This design comes from an exercise in tuning for small area and a short achievable clock period on the open sky130 flow, not from production work.
Function was checked by simulation only, so behaviour that the tests miss may differ from the original.
Power figures rest on the tool's default switching activity, not on a simulated workload.

==> flow/design.v (outline; a module is shown in full before it is edited, if it fits) <==
// module fma_unpack: 84 lines
// module fma_mac: 1296 lines
// module fma_add: 78 lines
// module fma_normalize: 132 lines
// module fma_round: 60 lines
// module fp32_fma: 69 lines
module fp32_fma (
    input  logic    clk,
    input  logic    rst_n,
    input  logic    in_valid,
    input  fma_pkg::fp32_t   a,
    input  fma_pkg::fp32_t   b,
    input  fma_pkg::fp32_t   c,
    input  fma_pkg::rmode_t  rm,
    output logic    out_valid,
    output fma_pkg::fp32_t   result,
    output fma_pkg::fflags_t flags
);
  // ...
==> flow/run.sh <==
#!/bin/bash
# synth_recipe.tcl (not shown) runs the flow's synth.tcl, then flattens the netlist and writes it again
# the make line also repeats each setting of config.mk as NAME=value (left out here)
make -C /OpenROAD-flow-scripts/flow DESIGN_CONFIG=/design/flow/config.mk WORK_HOME=/design/flow/orfs CLKGATE_MAP_FILE= SYNTH_SCRIPT=/design/flow/synth_recipe.tcl finish
==> flow/config.mk <==
export PLATFORM = sky130hd
export DESIGN_NAME = fp32_fma
export DESIGN_NICKNAME = fp32_fma
export VERILOG_FILES = /design/flow/design.v
export SDC_FILE = /design/flow/constraint.sdc
export NUM_CORES = 4
export LEC_CHECK = 0
export CAP_MARGIN = 20
export CORE_MARGIN = 2
export CORE_UTILIZATION = 60
export PLACE_DENSITY = 0.72
export SETUP_SLACK_MARGIN = 5
export SLEW_MARGIN = 20
==> flow/constraint.sdc <==
create_clock -name core_clock -period 10.5 [get_ports {clk}]
set_input_delay 2.1000 -clock core_clock [delete_from_list [all_inputs] [get_ports {clk}]]
set_output_delay 2.1000 -clock core_clock [all_outputs]
set_load 0.01 [all_outputs]
==> results.json, run 1 <==
{
  "r2r_start": "u_add.lim_lo_q[1]",
  "crit_arrival_ns": 3.48,
  "p_sw_mw": 8.709,
  "clockRootBuffer": "clkbuf_16",
  "grt_max_degree": 82,
  "crit_start": "u_normalize.side_q[5]",
  "powerClk_mw": 1.78,
  "path_class": "reg -> out",
  "ys.flop_type": "dfxtp_1",
  "status": "no timing/DRC/antenna violations",
  "drtPass1Iterations": 7,
  "synth_compound_area_share_pct": 21.15,
  "clock.fmax_mhz": 179.2,
  "synth-edff-count": 0,
  "async_flop_share_pct": 0.9412,
  "path_cells": "xor2_2 -> nand2_2 -> o31ai_2 -> nand2_1 -> o21ai_2 -> ha_2 -> ha_4 -> nand3_4 -> nor2_4 -> and2_4 -> nand2_4 -> nor4_4 -> buf_4 -> nand3_2 -> xor2_1 -> o21ai_1 -> and2_1 -> buf_2",
  "synth_top_family_by_area": "compound AO/OA/AOI/OAI gates",
  "port_buffers": 138,
  "worstSetupEndpointType": "primary output",
  "rows": 93,
  "clk_latency_ns": 0.64,
  "seq-power_mw": 3.24,
  "seq_cells": 425,
  "hold_depth": 0,
  "vias": 35670,
  "powerDensity_nw_per_um2": 388.4,
  "min_period_ns": 5.580,
  "syn-instance-count": 4498,
  "drtIter0Drc": 4834,
  "fillers": 5309,
  "busiest_layer": "met2",
  "nClkBuffers": 59,
  "gr-usage-met1_pct": 50.63,
  "cts_sinks": 425,
  "core_area_um2": 64230,
  "largest_class": "multi-input combinational cells",
  "wirelength_mm": 140.2,
  "grt-ovfl-total": 0,
  "inverters": 321
}
==> module fma_normalize, before the edit <==
module fma_normalize (
    input  logic        clk,
    input  logic        rst_n,
    input  logic        in_valid,
    input  logic [75:0] mag,
    input  logic [9:0]  lim_hi,
    input  logic [7:0]  lim_lo,
    input  logic        sign,
    input  logic        is_sub,
    input  logic [fma_pkg::SIDE_W-1:0] side_in,
    output logic        out_valid,
    output logic [24:0] frac_q,
    output logic        subnormal_q,
    output logic        sticky_q,
    output logic        zero_q,
    output logic [7:0]  vexp_q,
    output logic        huge_q,
    output logic        e254_q,
    output logic        sign_q,
    output logic        is_sub_q,
    output logic [7:0]  side_q
);
    logic [127:0] lzin;
    logic [6:0]   lz;
    always_comb begin
        lzin = '0;
        for (int i = 0; i < 76; i++) lzin[i + 52] = mag[i] | (lim_hi[i >> 3] & lim_lo[i & 7]);
        lzin[51] = 1'b1;
    end
    logic [63:0]  v1;  logic [0:0] c1 [64];
    logic [31:0]  v2;  logic [1:0] c2 [32];
    logic [15:0]  v3;  logic [2:0] c3 [16];
    logic [7:0]   v4;  logic [3:0] c4 [8];
    logic [3:0]   v5;  logic [4:0] c5 [4];
    logic [1:0]   v6;  logic [5:0] c6 [2];
    always_comb begin
        for (int i = 0; i < 64; i++) begin
            v1[i] = lzin[2*i+1] | lzin[2*i];
            c1[i] = !lzin[2*i+1];
        end
        for (int i = 0; i < 32; i++) begin
            v2[i] = v1[2*i+1] | v1[2*i];
            c2[i] = v1[2*i+1] ? {1'b0, c1[2*i+1]} : {1'b1, c1[2*i]};
        end
        for (int i = 0; i < 16; i++) begin
            v3[i] = v2[2*i+1] | v2[2*i];
            c3[i] = v2[2*i+1] ? {1'b0, c2[2*i+1]} : {1'b1, c2[2*i]};
        end
        for (int i = 0; i < 8; i++) begin
            v4[i] = v3[2*i+1] | v3[2*i];
            c4[i] = v3[2*i+1] ? {1'b0, c3[2*i+1]} : {1'b1, c3[2*i]};
        end
        for (int i = 0; i < 4; i++) begin
            v5[i] = v4[2*i+1] | v4[2*i];
            c5[i] = v4[2*i+1] ? {1'b0, c4[2*i+1]} : {1'b1, c4[2*i]};
        end
        for (int i = 0; i < 2; i++) begin
            v6[i] = v5[2*i+1] | v5[2*i];
            c6[i] = v5[2*i+1] ? {1'b0, c5[2*i+1]} : {1'b1, c5[2*i]};
        end
        lz = v6[1] ? {1'b0, c6[1]} : {1'b1, c6[0]};
    end
    logic [127:0] tzin;
    logic [6:0]   tz;
    logic [63:0]  w1;  logic [0:0] d1 [64];
    logic [31:0]  w2;  logic [1:0] d2 [32];
    logic [15:0]  w3;  logic [2:0] d3 [16];
    logic [7:0]   w4;  logic [3:0] d4 [8];
    logic [3:0]   w5;  logic [4:0] d5 [4];
    logic [1:0]   w6;  logic [5:0] d6 [2];
    always_comb begin
        tzin = '0;
        tzin[75:0] = mag;
        tzin[76]   = 1'b1;
        for (int i = 0; i < 64; i++) begin
            w1[i] = tzin[2*i+1] | tzin[2*i];
            d1[i] = !tzin[2*i];
        end
        for (int i = 0; i < 32; i++) begin
            w2[i] = w1[2*i+1] | w1[2*i];
            d2[i] = w1[2*i] ? {1'b0, d1[2*i]} : {1'b1, d1[2*i+1]};
        end
        for (int i = 0; i < 16; i++) begin
            w3[i] = w2[2*i+1] | w2[2*i];
            d3[i] = w2[2*i] ? {1'b0, d2[2*i]} : {1'b1, d2[2*i+1]};
        end
        for (int i = 0; i < 8; i++) begin
            w4[i] = w3[2*i+1] | w3[2*i];
            d4[i] = w3[2*i] ? {1'b0, d3[2*i]} : {1'b1, d3[2*i+1]};
        end
        for (int i = 0; i < 4; i++) begin
            w5[i] = w4[2*i+1] | w4[2*i];
            d5[i] = w4[2*i] ? {1'b0, d4[2*i]} : {1'b1, d4[2*i+1]};
        end
        for (int i = 0; i < 2; i++) begin
            w6[i] = w5[2*i+1] | w5[2*i];
            d6[i] = w5[2*i] ? {1'b0, d5[2*i]} : {1'b1, d5[2*i+1]};
        end
        tz = w6[0] ? {1'b0, d6[0]} : {1'b1, d6[1]};
    end
    logic [75:0]        nrm;
    logic [9:0]         e_anchor;
    logic signed [10:0] vexp;
    logic [75:0] ns [8];
    always_comb begin
        ns[0] = mag;
        for (int k = 0; k < 7; k++) begin
            ns[k+1] = lz[6-k] ? (ns[k] << (64 >> k)) : ns[k];
        end
        nrm = ns[7];
    end
    assign e_anchor = side_in[17:8];
    assign vexp     = 11'(e_anchor) - 11'(lz);
    logic valid_q;
    always_ff @(posedge clk or negedge rst_n) begin
        if (!rst_n) valid_q <= 1'b0;
        else        valid_q <= in_valid;
    end
    assign out_valid = valid_q;
    always_ff @(posedge clk) begin
        frac_q      <= nrm[74:50];
        subnormal_q <= !nrm[75];
        sticky_q    <= (8'(tz) + 8'(lz)) < 8'd50;
        zero_q      <= tz == 7'd76;
        vexp_q      <= vexp[7:0];
        huge_q      <= vexp >= 11'sd255;
        e254_q      <= vexp == 11'sd254;
        sign_q      <= sign;
        is_sub_q    <= is_sub;
        side_q      <= side_in[7:0];
    end
endmodule
==> run 2: changes to the inputs <==
--- a/flow/design.v
+++ b/flow/design.v
@@ -1585,4 +1585,10 @@
     assign e_anchor = side_in[17:8];
     assign vexp     = 11'(e_anchor) - 11'(lz);
+    logic signed [10:0] lz_huge, lz_254;
+    logic               huge, e254;
+    assign lz_huge = 11'(e_anchor) - 11'sd255;    
+    assign lz_254  = 11'(e_anchor) - 11'sd254;    
+    assign huge    = !lz_huge[10] && (lz_huge[9:7] != 3'b000 || lz_huge[6:0] >= lz);
+    assign e254    = !lz_254[10] && lz_254[9:7] == 3'b000 && lz_254[6:0] == lz;
     logic valid_q;
     always_ff @(posedge clk or negedge rst_n) begin
@@ -1597,6 +1603,6 @@
         zero_q      <= tz == 7'd76;
         vexp_q      <= vexp[7:0];
-        huge_q      <= vexp >= 11'sd255;
-        e254_q      <= vexp == 11'sd254;
+        huge_q      <= huge;
+        e254_q      <= e254;
         sign_q      <= sign;
         is_sub_q    <= is_sub;
==> results.json, run 2 <==
{
  "status": "no timing/DRC/antenna violations",
  "worstMarginPinSlew_ns": 1.217,
  "fp.dieH_um": 258.9,
  "maxSlewViolCount": 0,
  "yosysTopAreaCell": "dfxtp_1",
  "dp_cells": 5257,
  "grt_pass1_wl_mm": 200.1,
  "cts_hold_buffers": 0,
  "dp_hpwl_mm": 96.31,
  "grt_antenna_before_repair": 1,
  "vias": 34730,
  "clockRootBuffer": "clkbuf_16",
  "grt.total_usage_pct": 38.41,
  "viasPerCell": 6.498,
  "syn_to_final_growth_pct": 8.833,
  "cts_tree": "done",
  "crit_path_start_kind": "flip-flop",
  "top_register": "u_add.mag_q",
  "setup_viol_count_final": 0,
  "fin_skew_ns": 0.03184,
  "h-tree-depth": 2,
  "place_congestion": 1.057,
  "drive_gt1_share_pct": 6.572,
  "rows": 93,
  "rsz0062_at_grt": "true",
  "fin_crit_sh_pct": 51.90,
  "routedWlPerCell_um": 24.38,
  "synth-edff-count": 0,
  "final_cells": 5344,
  "worstSetupEndpointType": "primary output",
  "path_class": "reg -> out",
  "top_regs": "u_add.mag_q x76, u_mac.row_a x51, u_mac.row_b x48",
  "reg2reg_to": "u_normalize.vexp_q[6]",
  "synth_top_area_share_pct": 21.61,
  "r2r_start": "u_add.lim_lo_q[6]",
  "final_common_cell": "dfxtp_1",
  "holdCritPathClass": "reg -> reg",
  "core_area_um2": 64350,
  "drc": 0,
  "drtPass1Iterations": 7,
  "initial_utilization_pct": 60.60,
  "slew_headroom_pct": 18.72,
  "wirelength_mm": 130.3,
  "die_w_um": 258.9,
  "crit_start": "u_normalize.side_q[5]",
  "min_period_ns": 5.449,
  "crit_arrival_ns": 3.35,
  "ir_worst_vdd_uv": 213.1,
  "drtIter0Drc": 4321,
  "power_leakage_nw": 17.64,
  "path_max_fanout": 6,
  "rrSetupSlack_ns": 5.10,
  "async_flop_share_pct": 0.9412,
  "required_ns": 8.40,
  "hold_viol": 0,
  "grt_max_degree": 92,
  "fin_nets": 5034,
  "ys.flop_type": "dfxtp_1",
  "syn_area_um2": 39000,
  "port_buffers": 138,
  "clock.fmax_mhz": 183.5,
  "synth_seq_area_share_pct": 21.87,
  "grt-ovfl-total": 0,
  "synth_area_leaders": "dfxtp_1 22%, fa_1 16%, xor2_1 8.5%",
  "n_antenna_cell": 0,
  "final_cell_mix": "406 x dfxtp_1, 378 x xor2_1, 376 x nand2_1",
  "yosys-top-cells-count": "421 x dfxtp_1, 378 x nand2_1, 378 x xor2_1, 307 x fa_1, 305 x a22oi_1",
  "io_pins": 140,
  "clkTransAtPathRegs_ns": 0.06,
  "reg2reg_depth": 17,
  "syn-instance-count": 4510,
  "cts_made_buffers": 47,
  "maxCapViolCount": 0,
  "synth.most_common_cell": "dfxtp_1",
  "netlist-cell-type-count": 105,
  "synth_nets": 5088,
  "tns_ns": 0,
  "grt_pass1_vias": 33710,
  "largest_reg_flops": 76,
  "clk_latency_ns": 0.62,
  "ys_warn_count": 22,
  "fin_ws_ns": 5.051,
  "fillers": 5554,
  "die_area_um2": 67050,
  "synth.avg_cell_area_um2": 8.647,
  "ant_nets": 0,
  "clockBufferDepth": 3,
  "ys_seq_elements": 425,
  "preCtsSetupSlack_ns": 4.691,
  "powerDensity_nw_per_um2": 387.9,
  "endpoint": "result[21]",
  "cts_sinks": 425
}
==> run 2: changes by cell type after synthesis, moves of 21 or more <==
cell | previous run | this run
mux2i_1 | 92 | 132
o21ai_0 | 230 | 202
o22ai_1 | 22 | 44
or3_1 | 42 | 12
nor2_1 | 256 | 233
nand2_1 | 347 | 378
a31oi_1 | 24 | 45
a21oi_1 | 231 | 259
clkbuf_1 | 270 | 249
buf_2 | 10 | 36
==> run 2: metrics by stage <==
stage / util, % / instance area, um^2 / total power, mW / hold WS (ns)
global placement: 63.34 / 40760 / 14.38 / 0.3103
global route: 65.96 / 42440 / 17.90 / 0.3275
floorplan: - / 39000 / 10.76 / 0.3096
CTS: 65.86 / 42380 / 16.26 / 0.3237
finish: 65.96 / 42440 / 16.46 / 0.3210
detailed placement: 63.34 / 40760 / 14.56 / 0.3128
==> run 2: area by class of cell <==
class / count / area (um^2) / area share, %
Clock buffer: 57 / 1294 / 3.048
Clock inverter: 25 / 285.3 / 0.6722
Inverter: 306 / 1157 / 2.727
Multi-Input combinational cell: 3453 / 28080 / 66.17
Sequential cell: 425 / 8549 / 20.14
Tap cell: 855 / 1070 / 2.521
Timing Repair Buffer: 222 / 1997 / 4.705
Timing Repair inverter: 1 / 5.005 / 0.01179
==> run 2: where the power goes <==
group	internal, mW	total, mW	leakage (nW)	switching, mW
logic	4.56	11.6	13.3	7.02
registers	2.38	3.22	3.58	0.848
clock network	0.942	1.65	0.752	0.712
total	7.88	16.5	17.6	8.58
==> run 2: how the worst min path moves through the flow <==
stage                       start  cells after the start               to  slack, ns
2_1_floorplan     u_mac.side_q[0]                      0  u_add.side_q[0]       0.31
3_3_place_gp   u_unpack.side_q[3]                      0  u_mac.side_q[3]       0.31
3_5_place_dp   u_unpack.side_q[3]                      0  u_mac.side_q[3]       0.31
4_1_cts        u_unpack.side_q[1]                      0  u_mac.side_q[1]       0.32
5_1_grt        u_unpack.side_q[3]                      0  u_mac.side_q[3]       0.33
6_report       u_unpack.side_q[1]                      0  u_mac.side_q[1]       0.32
==> run 2: worst max-delay path, cell delays in order, from the launching register on <==
cell	delay (ns)
dfxtp_2	0.38
xor2_1	0.15
and2_4	0.17
o21a_1	0.11
o22ai_1	0.09
inv_1	0.07
ha_1	0.16
nand3_1	0.16
nor2_2	0.25
and3_1	0.24
nand3_1	0.10
xor2_1	0.16
a21oi_1	0.15
clkdlybuf4s50_1	0.55
==> run 2: kinds of logic (layout without fill, tap and decap cells) <==
logic type / count (synthesis) / in the layout / synth area share (%)
buffers and inverters: 633 / 611 / 6.452
AO/OA/AOI/OAI: 1187 / 1187 / 20.19
other: 1 / 1 / 0.009616
adder cells (fa/ha/maj): 477 / 477 / 21.21
AND/OR/NAND/NOR: 1098 / 1099 / 13.89
XOR/XNOR: 535 / 535 / 12.02
multiplexers: 154 / 154 / 4.370
flip-flops: 425 / 425 / 21.87
==> run 2: per-layer routing <==
metal  share of wire (%)  up-vias  GRT usage (%)  wire (um)
met3                 9.7      487          6.883      12620
li1                    -    15630              -          -
met5                   0        -              0          0
met1                  38    16460          48.79      49270
met2                  46     2150          62.10      59990
met4                 6.4        0          21.18       8397
==> run 2: timing repair <==
action,in CTS,in global routing
endpoints found under the setup margin,74,119
gates cloned,1,1
pin swaps,0,2
endpoints found under the hold margin,0,0
gates resized for setup,29,14
setup buffers,0,3
==> run 3: changes to the inputs <==
--- a/flow/config.mk
+++ b/flow/config.mk
@@ -9,4 +9,5 @@
 export CORE_MARGIN = 2
 export CORE_UTILIZATION = 60
+export CTS_BUF_LIST = sky130_fd_sc_hd__clkbuf_4 sky130_fd_sc_hd__clkbuf_8
 export PLACE_DENSITY = 0.72
 export SETUP_SLACK_MARGIN = 5
==> results.json, run 3 <==
{
  "status": "no timing/DRC/antenna violations",
  "dp_hpwl_mm": 96.31,
  "drtPass1Iterations": 8,
  "required_ns": 8.40,
  "tns_ns": 0,
  "combPwrFrac_pct": 70.4,
  "netlist-cell-type-count": 105,
  "vias": 34980,
  "synth_top_area_share_pct": 21.61,
  "ys_warn_count": 22,
  "power_mw": 16.48,
  "hold_viol": 0,
  "rsz0062_at_grt": "true",
  "fin_skew_ns": 0.05487,
  "fin_ws_ns": 5.094,
  "preCtsSetupSlack_ns": 4.691,
  "crit_arrival_ns": 3.31,
  "worstSetupEndpointType": "primary output",
  "core_area_um2": 64350,
  "r2r_start": "u_unpack.b_two_q[2]",
  "viasPerCell": 6.487,
  "largest_reg_flops": 76,
  "fin_crit_sh_pct": 51.49,
  "synth-edff-count": 0,
  "grt_pass1_wl_mm": 200.6,
  "ant_nets": 0,
  "holdCritPathClass": "reg -> reg",
  "grt_max_degree": 92,
  "switching_share_pct": 52.39,
  "initial_utilization_pct": 60.60,
  "crit_path_start_kind": "flip-flop",
  "cts_made_buffers": 71,
  "syn-instance-count": 4510,
  "path_class": "reg -> out",
  "maxSlewViolCount": 0,
  "grt_antenna_before_repair": 2,
  "routedWlPerCell_um": 24.30,
  "place_congestion": 1.057,
  "fin_area_um2": 42530,
  "async_flop_share_pct": 0.9412,
  "rows": 93,
  "die_w_um": 258.9,
  "reg2reg_depth": 11,
  "yosys-top-cells-count": "421 x dfxtp_1, 378 x nand2_1, 378 x xor2_1, 307 x fa_1, 305 x a22oi_1",
  "reg2reg_to": "u_mac.row_a[27]",
  "seqPwrFrac_pct": 19.6,
  "synth_nets": 5088,
  "endpoint": "result[22]",
  "setup_viol_count_final": 0,
  "clockRootBuffer": "clkbuf_8",
  "fp.dieH_um": 258.9,
  "drive_gt1_share_pct": 7.736,
  "cts_tree": "done",
  "grt_pass1_vias": 33980,
  "holdWs_ns": 0.3120,
  "final_common_cell": "dfxtp_1",
  "syn_area_um2": 39000,
  "placed_area_um2": 40760,
  "ys_seq_elements": 425,
  "top_regs": "u_add.mag_q x76, u_mac.row_a x51, u_mac.row_b x48",
  "clock.fmax_mhz": 185.0,
  "hp-start": "u_mac.side_q[7]",
  "drc": 0,
  "p_int_mw": 7.845,
  "rrSetupSlack_ns": 5.21,
  "top_register": "u_add.mag_q",
  "worstMarginPinSlew_ns": 1.145,
  "ys.flop_type": "dfxtp_1",
  "drtIter0Drc": 4248,
  "syn_to_final_growth_pct": 9.058,
  "clkTransAtPathRegs_ns": 0.07,
  "port_buffers": 138,
  "yosysTopAreaCell": "dfxtp_1",
  "clock_power_share_pct": 10.0,
  "slew_headroom_pct": 23.56,
  "clockBufferDepth": 3,
  "crit_start": "u_normalize.side_q[6]",
  "grt.total_usage_pct": 38.65,
  "io_pins": 140,
  "p_sw_mw": 8.632,
  "ir_worst_vdd_uv": 219.8,
  "cts_sinks": 425,
  "die_area_um2": 67050,
  "fin_nets": 5059,
  "grt-ovfl-total": 0,
  "synth.most_common_cell": "dfxtp_1",
  "synth_area_leaders": "dfxtp_1 22%, fa_1 16%, xor2_1 8.5%",
  "wirelength_mm": 131.0,
  "synth.avg_cell_area_um2": 8.647,
  "path_max_fanout": 5,
  "powerDensity_nw_per_um2": 387.5,
  "min_period_ns": 5.406,
  "power_leakage_nw": 17.78,
  "maxCapViolCount": 0,
  "final_cell_mix": "406 x dfxtp_1, 378 x xor2_1, 376 x nand2_1",
  "h-tree-depth": 3,
  "clk_latency_ns": 0.71,
  "synth_seq_area_share_pct": 21.87,
  "cts_hold_buffers": 0
}
==> run 3: cell counts after synthesis <==
No cell type changed its count.
==> run 3: cell families (layout without fill, tap and decap cells) <==
logic type | Yosys count | count (layout) | share of synthesized area (%)
and+or+nand+nor | 1098 | 1099 | 13.89
AOI/OAI and AO/OA | 1187 | 1187 | 20.19
muxes | 154 | 154 | 4.370
xor gates and xnor gates | 535 | 535 | 12.02
buffers and inverters | 633 | 659 | 6.452
other | 1 | 2 | 0.009616
DFF | 425 | 425 | 21.87
adders and majority gates | 477 | 477 | 21.21
==> run 3: metal layers <==
layer / routed length, um / up-vias / GRT usage (%)
li1: - / 15710 / -
met1: 49920 / 16620 / 48.74
met2: 60290 / 2141 / 62.62
met3: 12550 / 507 / 7.293
met4: 8267 / 0 / 21.36
met5: 0 / - / 0
==> run 3: how the worst min path moves through the flow <==
stage / end / cells past startpoint
after global routing: u_add.side_q[7] / 0
after CTS: u_add.side_q[7] / 0
after detailed placement: u_mac.side_q[3] / 0
final: u_add.side_q[7] / 0
after floorplan: u_add.side_q[0] / 0
after global placement: u_mac.side_q[3] / 0
==> run 3: layout make-up <==
| cell class | instances | area (um^2) |
|---|---|---|
| inverters | 306 | 1160 |
| diodes | 1 | 2.502 |
| fillers | 5564 | 21820 |
| well taps | 855 | 1070 |
| repair inverters | 1 | 5.005 |
| clock buffers | 105 | 1333 |
| repair buffers | 223 | 2019 |
| clock inverters | 24 | 286.5 |
| flip-flops and latches | 425 | 8552 |
| multi-input cells | 3453 | 28100 |
==> run 3: critical path, cell delays in order (launching register included) <==
cell and delay (ns):
dfxtp_2 0.36, nor2b_4 0.18, and2_4 0.16, o21a_1 0.11
o22ai_1 0.10, inv_1 0.07, ha_1 0.18, ha_2 0.21
nand2_1 0.07, nor2_2 0.17, and2_4 0.20, nand3_2 0.11
nor2_1 0.13, xor2_1 0.18, a21oi_1 0.09, o21bai_1 0.13
clkbuf_2 0.15
==> run 3: stage by stage <==
stage,std cells,utilization [%]
after floorplan,4510,-
after global placement,5257,63.34
after detailed placement,5257,63.34
after CTS,5387,65.92
after global routing,5393,66.09
final,5393,66.09
==> run 3: power by group through the flow <==
stage                     logic (mW)  clock network [mW]  registers (mW)
after floorplan                 8.01                   0            2.75
after global placement          11.2                   0            3.18
after detailed placement        11.4                   0            3.19
after CTS                       11.4                1.68            3.16
after global routing            12.9                1.75            3.25
final                           11.6                1.65            3.23
==> run 3: timing repair <==
| action | CTS | global route |
|---|---|---|
| cloned | 1 | 1 |
| resized for setup | 31 | 32 |
| endpoints found under the setup margin | 75 | 117 |
| pin swaps | 0 | 3 |
| buffers inserted | 0 | 3 |
==> run 4: changes to the inputs <==
==> flow/flow/run.sh (new file) <==
#!/bin/bash
set -euo pipefail
bash standard.sh SETUP_SLACK_MARGIN=6 finish > flow_make.log 2>&1
==> flow/standard.sh (new file) <==
#!/bin/bash
# synth_recipe.tcl (not shown) runs the flow's synth.tcl, then flattens the netlist and writes it again
# the make line also repeats each setting of config.mk as NAME=value (left out here)
make -C /OpenROAD-flow-scripts/flow DESIGN_CONFIG=/design/flow/config.mk WORK_HOME=/design/flow/orfs CLKGATE_MAP_FILE= SYNTH_SCRIPT=/design/flow/synth_recipe.tcl "${@:-finish}"
removed: flow/run.sh
==> results.json, run 4 <==
{
  "ant_nets": 0,
  "vias": 36650,
  "drtIter0Drc": 4715,
  "syn_area_um2": 39000,
  "clock.fmax_mhz": 194.6,
  "p_int_mw": 8.272,
  "die_w_um": 258.9,
  "power_leakage_nw": 18.80,
  "combPwrFrac_pct": 71.4,
  "clk_latency_ns": 0.71,
  "yosys-top-cells-count": "421 x dfxtp_1, 378 x nand2_1, 378 x xor2_1, 307 x fa_1, 305 x a22oi_1",
  "routedWlPerCell_um": 26.39,
  "synth.avg_cell_area_um2": 8.647,
  "grt_antenna_before_repair": 4,
  "h-tree-depth": 3,
  "top_register": "u_add.mag_q",
  "cts_hold_buffers": 0,
  "switching_share_pct": 52.45,
  "top_regs": "u_add.mag_q x76, u_mac.row_a x51, u_mac.row_b x48",
  "maxCapViolCount": 0,
  "clockBufferDepth": 3,
  "rows": 93,
  "min_period_ns": 5.140,
  "p_sw_mw": 9.125,
  "slew_headroom_pct": 28.29,
  "yosysTopAreaCell": "dfxtp_1",
  "fin_crit_sh_pct": 48.95,
  "rsz0062_at_grt": "true",
  "holdCritPathClass": "reg -> reg",
  "synth.most_common_cell": "dfxtp_1",
  "synth-edff-count": 0,
  "cts_tree": "done",
  "grt_pass1_vias": 35240,
  "maxSlewViolCount": 0,
  "tns_ns": 0,
  "critPathMaxStageDelay_ns": 0.36,
  "clockRootBuffer": "clkbuf_8",
  "synth_area_leaders": "dfxtp_1 22%, fa_1 16%, xor2_1 8.5%",
  "syn_to_final_growth_pct": 16.59,
  "ys.flop_type": "dfxtp_1",
  "path_max_fanout": 3,
  "hold_viol": 0,
  "die_area_um2": 67050,
  "wirelength_mm": 145.6,
  "ys_warn_count": 22,
  "core_area_um2": 64350,
  "syn-instance-count": 4510,
  "rrSetupSlack_ns": 5.91,
  "final_cell_mix": "375 x dfxtp_1, 372 x nand2_1, 363 x xor2_1",
  "cts_made_buffers": 72,
  "initial_utilization_pct": 60.60,
  "largest_reg_flops": 76,
  "slowest_stage": "dfxtp_4",
  "viasPerCell": 6.641,
  "seqPwrFrac_pct": 18.8,
  "cts_sinks": 425,
  "async_flop_share_pct": 0.9412,
  "clkTransAtPathRegs_ns": 0.06,
  "fp.dieH_um": 258.9,
  "worstMarginPinSlew_ns": 1.067,
  "fin_nets": 5181,
  "drive_gt1_share_pct": 15.53,
  "io_pins": 140,
  "drtPass1Iterations": 6,
  "powerDensity_nw_per_um2": 382.6,
  "path_cells": "xor2_1 -> and2_4 -> o21a_1 -> o22ai_2 -> inv_2 -> ha_4 -> ha_4 -> nand2_4 -> nor2_4 -> and2_4 -> nand3_4 -> nor2_4 -> xor2_2 -> a21oi_1 -> o21bai_1 -> buf_2",
  "grt_max_degree": 93,
  "place_congestion": 1.082,
  "final_common_cell": "dfxtp_1",
  "fillers": 4953,
  "path_class": "reg -> out",
  "crit_arrival_ns": 3.04,
  "status": "no timing/DRC/antenna violations",
  "final_core_util_pct": 70.66,
  "port_buffers": 138,
  "crit_path_start_kind": "flip-flop",
  "netlist-cell-type-count": 105,
  "synth_seq_area_share_pct": 21.87,
  "required_ns": 8.40,
  "ir_worst_vdd_uv": 236.2,
  "synth_top_area_share_pct": 21.61,
  "ys_seq_elements": 425,
  "dp_hpwl_mm": 99.69,
  "worstSetupEndpointType": "primary output",
  "grt-ovfl-total": 0,
  "drc": 0,
  "clock_power_share_pct": 9.9,
  "grt_pass1_wl_mm": 213.5,
  "setup_viol_count_final": 0,
  "synth_nets": 5088,
  "grt.total_usage_pct": 41.47,
  "fin_skew_ns": 0.03619
}
==> run 4: cell counts after synthesis <==
Identical to the previous run, type by type.
==> run 4: power by group through the flow <==
stage	clock network [mW]	logic, mW	registers, mW
floorplan	0	8.02	2.75
detailed placement	0	11.4	3.19
global route	1.80	13.6	3.28
CTS	1.73	11.7	3.17
global placement	0	11.1	3.20
finish	1.72	12.4	3.26
==> run 4: kinds of logic after synthesis <==
| family | after synthesis | share of synthesized area, % |
|---|---|---|
| AO/OA/AOI/OAI | 1187 | 20.19 |
| AND/OR/NAND/NOR | 1098 | 13.89 |
| buffers and inverters | 633 | 6.452 |
| XOR/XNOR | 535 | 12.02 |
| adder cells (fa/ha/maj) | 477 | 21.21 |
| flip-flops | 425 | 21.87 |
| multiplexers | 154 | 4.370 |
| other | 1 | 0.009616 |
==> run 4: final timing paths <==
check	start	endpoint	depth (start not counted)
max	u_normalize.side_q[5]	result[22]	16
min	u_add.is_sub_q	u_normalize.is_sub_q	0
max reg2reg	u_unpack.ma_q[13]	u_mac.row_a[32]	12
min reg2reg	u_add.is_sub_q	u_normalize.is_sub_q	0
max in group asynchronous	rst_n	u_add.valid_q	1
min in group asynchronous	rst_n	u_unpack.valid_q	1
==> run 4: repair_timing <==
action	CTS	global route
pin swaps	53	71
cloned	5	11
buffers inserted	52	55
endpoints found under the setup margin	267	231
resized for setup	389	239
==> run 4: layer usage <==
layer | track usage, % | vias up | part of all wire, %
li1 | - | 15950 | -
met4 | 27.09 | 0 | 9.0
met3 | 7.616 | 773 | 10
met1 | 50.89 | 17380 | 36
met2 | 67.06 | 2542 | 45
met5 | 0 | - | 0
==> run 4: per-stage QoR <==
stage	area (um^2)	setup slack, ns	hold slack, ns	total power, mW	cells
4_1_cts	43840	5.397	0.3076	16.56	5450
2_1_floorplan	39070	5.975	0.3096	10.76	4510
6_report	45470	5.360	0.3029	17.40	5518
3_3_place_gp	40790	4.425	0.3102	14.28	5261
3_5_place_dp	40800	4.265	0.3121	14.58	5261
5_1_grt	45460	5.185	0.3070	18.70	5517
==> run 4: area by class of cell <==
cell class | instances | area (um^2) | area share, %
Clock inverter | 24 | 286.5 | 0.6302
Sequential cell | 425 | 8638 | 19.00
Timing Repair Buffer | 342 | 3611 | 7.942
Timing Repair inverter | 2 | 12.51 | 0.02752
Clock buffer | 108 | 1386 | 3.049
Antenna cell | 2 | 5.005 | 0.01101
Inverter | 306 | 1189 | 2.614
Multi-Input combinational cell | 3454 | 29270 | 64.37
Tap cell | 855 | 1070 | 2.353
==> run 4: worst max-delay path: cells and delay by family, from the launching register on <==
kind | cells | cell delay [ns]
AOI/OAI and AO/OA | 4 | 0.45
and+or+nand+nor | 6 | 0.73
buffers and inverters | 2 | 0.22
DFF | 1 | 0.36
xor gates and xnor gates | 2 | 0.29
adders and majority gates | 2 | 0.28
==> run 5: changes to the inputs <==
==> flow/run.sh (new file) <==
#!/bin/bash
# synth_recipe.tcl (not shown) runs the flow's synth.tcl, then flattens the netlist and writes it again
# the make line also repeats each setting of config.mk as NAME=value (left out here)
make -C /OpenROAD-flow-scripts/flow DESIGN_CONFIG=/design/flow/config.mk WORK_HOME=/design/flow/orfs CLKGATE_MAP_FILE= SYNTH_SCRIPT=/design/flow/synth_recipe.tcl finish
==> flow/config.mk (replaced) <==
export PLATFORM = sky130hd
export DESIGN_NAME = fp32_fma
export DESIGN_NICKNAME = fp32_fma
export VERILOG_FILES = /design/flow/design.v
export SDC_FILE = /design/flow/constraint.sdc
export NUM_CORES = 4
export LEC_CHECK = 0
export CAP_MARGIN = 50
export CORE_MARGIN = 2
export CORE_UTILIZATION = 60
export PLACE_DENSITY = 0.72
export SETUP_SLACK_MARGIN = 5
export SLEW_MARGIN = 60
removed: flow/flow/run.sh
removed: flow/standard.sh
==> results.json, run 5 <==
{
  "seq_area_um2": 8572,
  "clkTransAtPathRegs_ns": 0.07,
  "required_ns": 8.40,
  "final_core_util_pct": 66.40,
  "clock.fmax_mhz": 183.2,
  "synth_nets": 5088,
  "drc": 0,
  "routedWlPerCell_um": 24.37,
  "wirelength_mm": 130.3,
  "slowest_stage": "clkdlybuf4s50_1",
  "wl_met1_mm": 49.29,
  "ys_seq_elements": 425,
  "ant_nets": 0,
  "drive_gt1_share_pct": 7.571,
  "grt_antenna_before_repair": 2,
  "min_period_ns": 5.459,
  "syn_to_final_growth_pct": 9.571,
  "rows": 93,
  "synth-edff-count": 0,
  "n_antenna_cell": 0,
  "fillers": 5539,
  "path_class": "reg -> out",
  "io_pins": 140,
  "syn-instance-count": 4510,
  "top_regs": "u_add.mag_q x76, u_mac.row_a x51, u_mac.row_b x48",
  "crit_arrival_ns": 3.36,
  "ir_worst_vdd_uv": 198.8,
  "setup_viol_count_final": 0,
  "crit_path_start_kind": "flip-flop",
  "fin_nets": 5035,
  "topRoutingLayerUsed": "met5",
  "place_congestion": 1.057,
  "top_register": "u_add.mag_q",
  "async_flop_share_pct": 0.9412,
  "power_leakage_nw": 17.72,
  "synth.avg_cell_area_um2": 8.647,
  "critPathMaxStageDelay_ns": 0.55,
  "cts_made_buffers": 46,
  "fin_crit_sh_pct": 51.99,
  "grt_pass1_wl_mm": 200.0,
  "maxCapViolCount": 0,
  "fin_skew_ns": 0.03781,
  "dp_hpwl_mm": 96.40,
  "drtIter0Drc": 4181,
  "hold_depth": 0,
  "maxSlewViolCount": 0,
  "clockBufferDepth": 3,
  "synth_seq_area_share_pct": 21.87,
  "path_max_fanout": 4,
  "cts_sinks": 425,
  "met3_length_mm": 12.16,
  "clockRootBuffer": "clkbuf_16",
  "initial_utilization_pct": 60.60,
  "holdCritPathClass": "reg -> reg",
  "status": "no timing/DRC/antenna violations",
  "synth_top_area_share_pct": 21.61,
  "port_buffers": 138,
  "reg2reg_depth": 17,
  "clk_latency_ns": 0.62,
  "grt_max_degree": 92,
  "slew_headroom_pct": 54.55,
  "h-tree-depth": 2,
  "multiInputGateArea_um2": 28280,
  "powerDensity_nw_per_um2": 386.4,
  "cts_hold_buffers": 0,
  "largest_reg_flops": 76,
  "path_cells": "nor2b_4 -> and2_1 -> o21a_1 -> o22ai_1 -> inv_1 -> ha_1 -> nand3_1 -> nor2_4 -> and3_1 -> nand4_1 -> xor2_1 -> a21oi_1 -> clkdlybuf4s50_1",
  "ys.flop_type": "dfxtp_1",
  "hold_viol": 0,
  "grt_pass1_vias": 34040,
  "rrSetupSlack_ns": 5.30,
  "synth_area_leaders": "dfxtp_1 22%, fa_1 16%, xor2_1 8.5%",
  "yosys-top-cells-count": "421 x dfxtp_1, 378 x nand2_1, 378 x xor2_1, 307 x fa_1, 305 x a22oi_1",
  "ys_warn_count": 22,
  "netlist-cell-type-count": 105,
  "worstSetupEndpointType": "primary output",
  "yosysTopAreaCell": "dfxtp_1",
  "syn_area_um2": 39000,
  "vias": 34670,
  "worstMarginPinSlew_ns": 0.6795,
  "rsz0062_at_grt": "true",
  "wl_met2_mm": 59.86,
  "viasPerCell": 6.485,
  "core_area_um2": 64350,
  "grt.total_usage_pct": 38.47,
  "fp.dieH_um": 258.9,
  "grt-ovfl-total": 0,
  "final_cell_mix": "398 x dfxtp_1, 378 x xor2_1, 377 x nand2_1",
  "tns_ns": 0,
  "synth.most_common_cell": "dfxtp_1",
  "die_area_um2": 67050,
  "drtPass1Iterations": 10,
  "die_w_um": 258.9,
  "final_common_cell": "dfxtp_1",
  "cts_tree": "done"
}
-- run 5: cell count changes in the layout (fill, tap and decap cells not counted), moves of 16 or more --
| cell | delta |
|---|---|
| buf_4 | -39 |
| fa_1 | +35 |
| clkbuf_16 | +38 |
| fa_2 | -35 |
| buf_6 | -20 |
| buf_12 | -38 |
| a22oi_2 | -41 |
| clkbuf_4 | -16 |
| clkbuf_8 | -90 |
| clkdlybuf4s50_1 | +25 |
| dfxtp_1 | +23 |
| a22oi_1 | +41 |
| buf_2 | -26 |
-- run 5: final timing paths --
check	from	to
max in group asynchronous	rst_n	u_unpack.valid_q
max reg2reg	u_add.lim_lo_q[5]	u_normalize.vexp_q[6]
min	u_mac.side_q[7]	u_add.side_q[7]
max	u_normalize.side_q[6]	result[19]
min in group asynchronous	rst_n	u_add.valid_q
min reg2reg	u_mac.side_q[7]	u_add.side_q[7]
-- run 5: worst max-delay path: cells and delay by family (launching register included) --
family	cells	cell delay (ns)
AOI/OAI and AO/OA	3	0.36
xor gates and xnor gates	1	0.16
adders and majority gates	1	0.16
buffers and inverters	2	0.62
DFF	1	0.36
and+or+nand+nor	6	1.07
-- run 5: logic make-up (layout without fill, tap and decap cells) --
logic type,count (synthesis),count (layout),synth area share (%)
adder cells (fa/ha/maj),477,477,21.21
flip-flops,425,425,21.87
XOR/XNOR,535,535,12.02
buffers and inverters,633,613,6.452
other,1,1,0.009616
AND/OR/NAND/NOR,1098,1099,13.89
multiplexers,154,154,4.370
AO/OA/AOI/OAI,1187,1187,20.19
-- run 5: cell type report --
type,count,share of cell area (%)
multi-input combinational,3453,66.18
tap,855,2.504
inverter,306,2.703
timing repair buffer,225,4.835
sequential,425,20.06
clock buffer,52,2.840
clock inverter,30,0.8785
-- run 5: repair_timing --
action / in CTS / in global routing
cloned: 1 / 0
pin swaps: 0 / 2
resized for setup: 22 / 9
endpoints found under the setup margin: 35 / 47
buffers inserted: 1 / 3
-- run 5: through the flow --
stage                     setup WS (ns)  cells  hold WS (ns)  area, um^2  total power, mW
after detailed placement          4.905   5258        0.3121       40960            14.60
final                             5.041   5346        0.3157       42730            16.51
after CTS                         4.938   5342        0.3178       42590            16.33
after global placement            4.868   5257        0.3103       40760            14.38
after global routing              4.834   5346        0.3248       42730            17.99
after floorplan                   5.646   4510        0.3096       39000            10.76
-- run 5: report_power, final --
group,switching (mW),internal [mW]
combinational,7.04,4.58
sequential,0.845,2.38
clock,0.724,0.951
total,8.61,7.90
-- run 5: per-layer routing --
| layer | track usage (%) | vias up |
|---|---|---|
| met5 | 0 | - |
| met4 | 22.50 | 2 |
| met3 | 7.215 | 526 |
| met2 | 62.69 | 2079 |
| met1 | 47.76 | 16400 |
| li1 | - | 15660 |

-- static timing again, ports no longer ideal --
No port has a modelled driver above. Below, the same layouts with a new extraction and two added sets of constraints.
Step 1, drivers: a clkbuf_16 drives clk and a buf_2 each remaining input, both assumed.
Step 2, shift: input delay + t, output delay - t, t = (earliest + latest rising clock arrival at the registers) / 2. This alone moves slack from input paths to output paths.
Three values: no drivers, after step 1, after step 2; two values: the first two.
run	t, ns	slack for setup (ns)	slew at the worst register clock pin (ns)	worst data-port slew with drivers (ns)
run 1	0.675	4.920 / 4.853 / 5.116	0.07 / 0.07	0.05
run 2	0.672	5.051 / 4.981 / 5.100	0.07 / 0.07	0.04
run 3	0.740	5.094 / 5.034 / 5.207	0.08 / 0.08	0.04
run 4	0.754	5.360 / 5.297 / 5.466	0.08 / 0.08	0.05
run 5	0.674	5.041 / 4.972 / 5.300	0.07 / 0.07	0.05
After both steps every run listed still meets setup and hold.
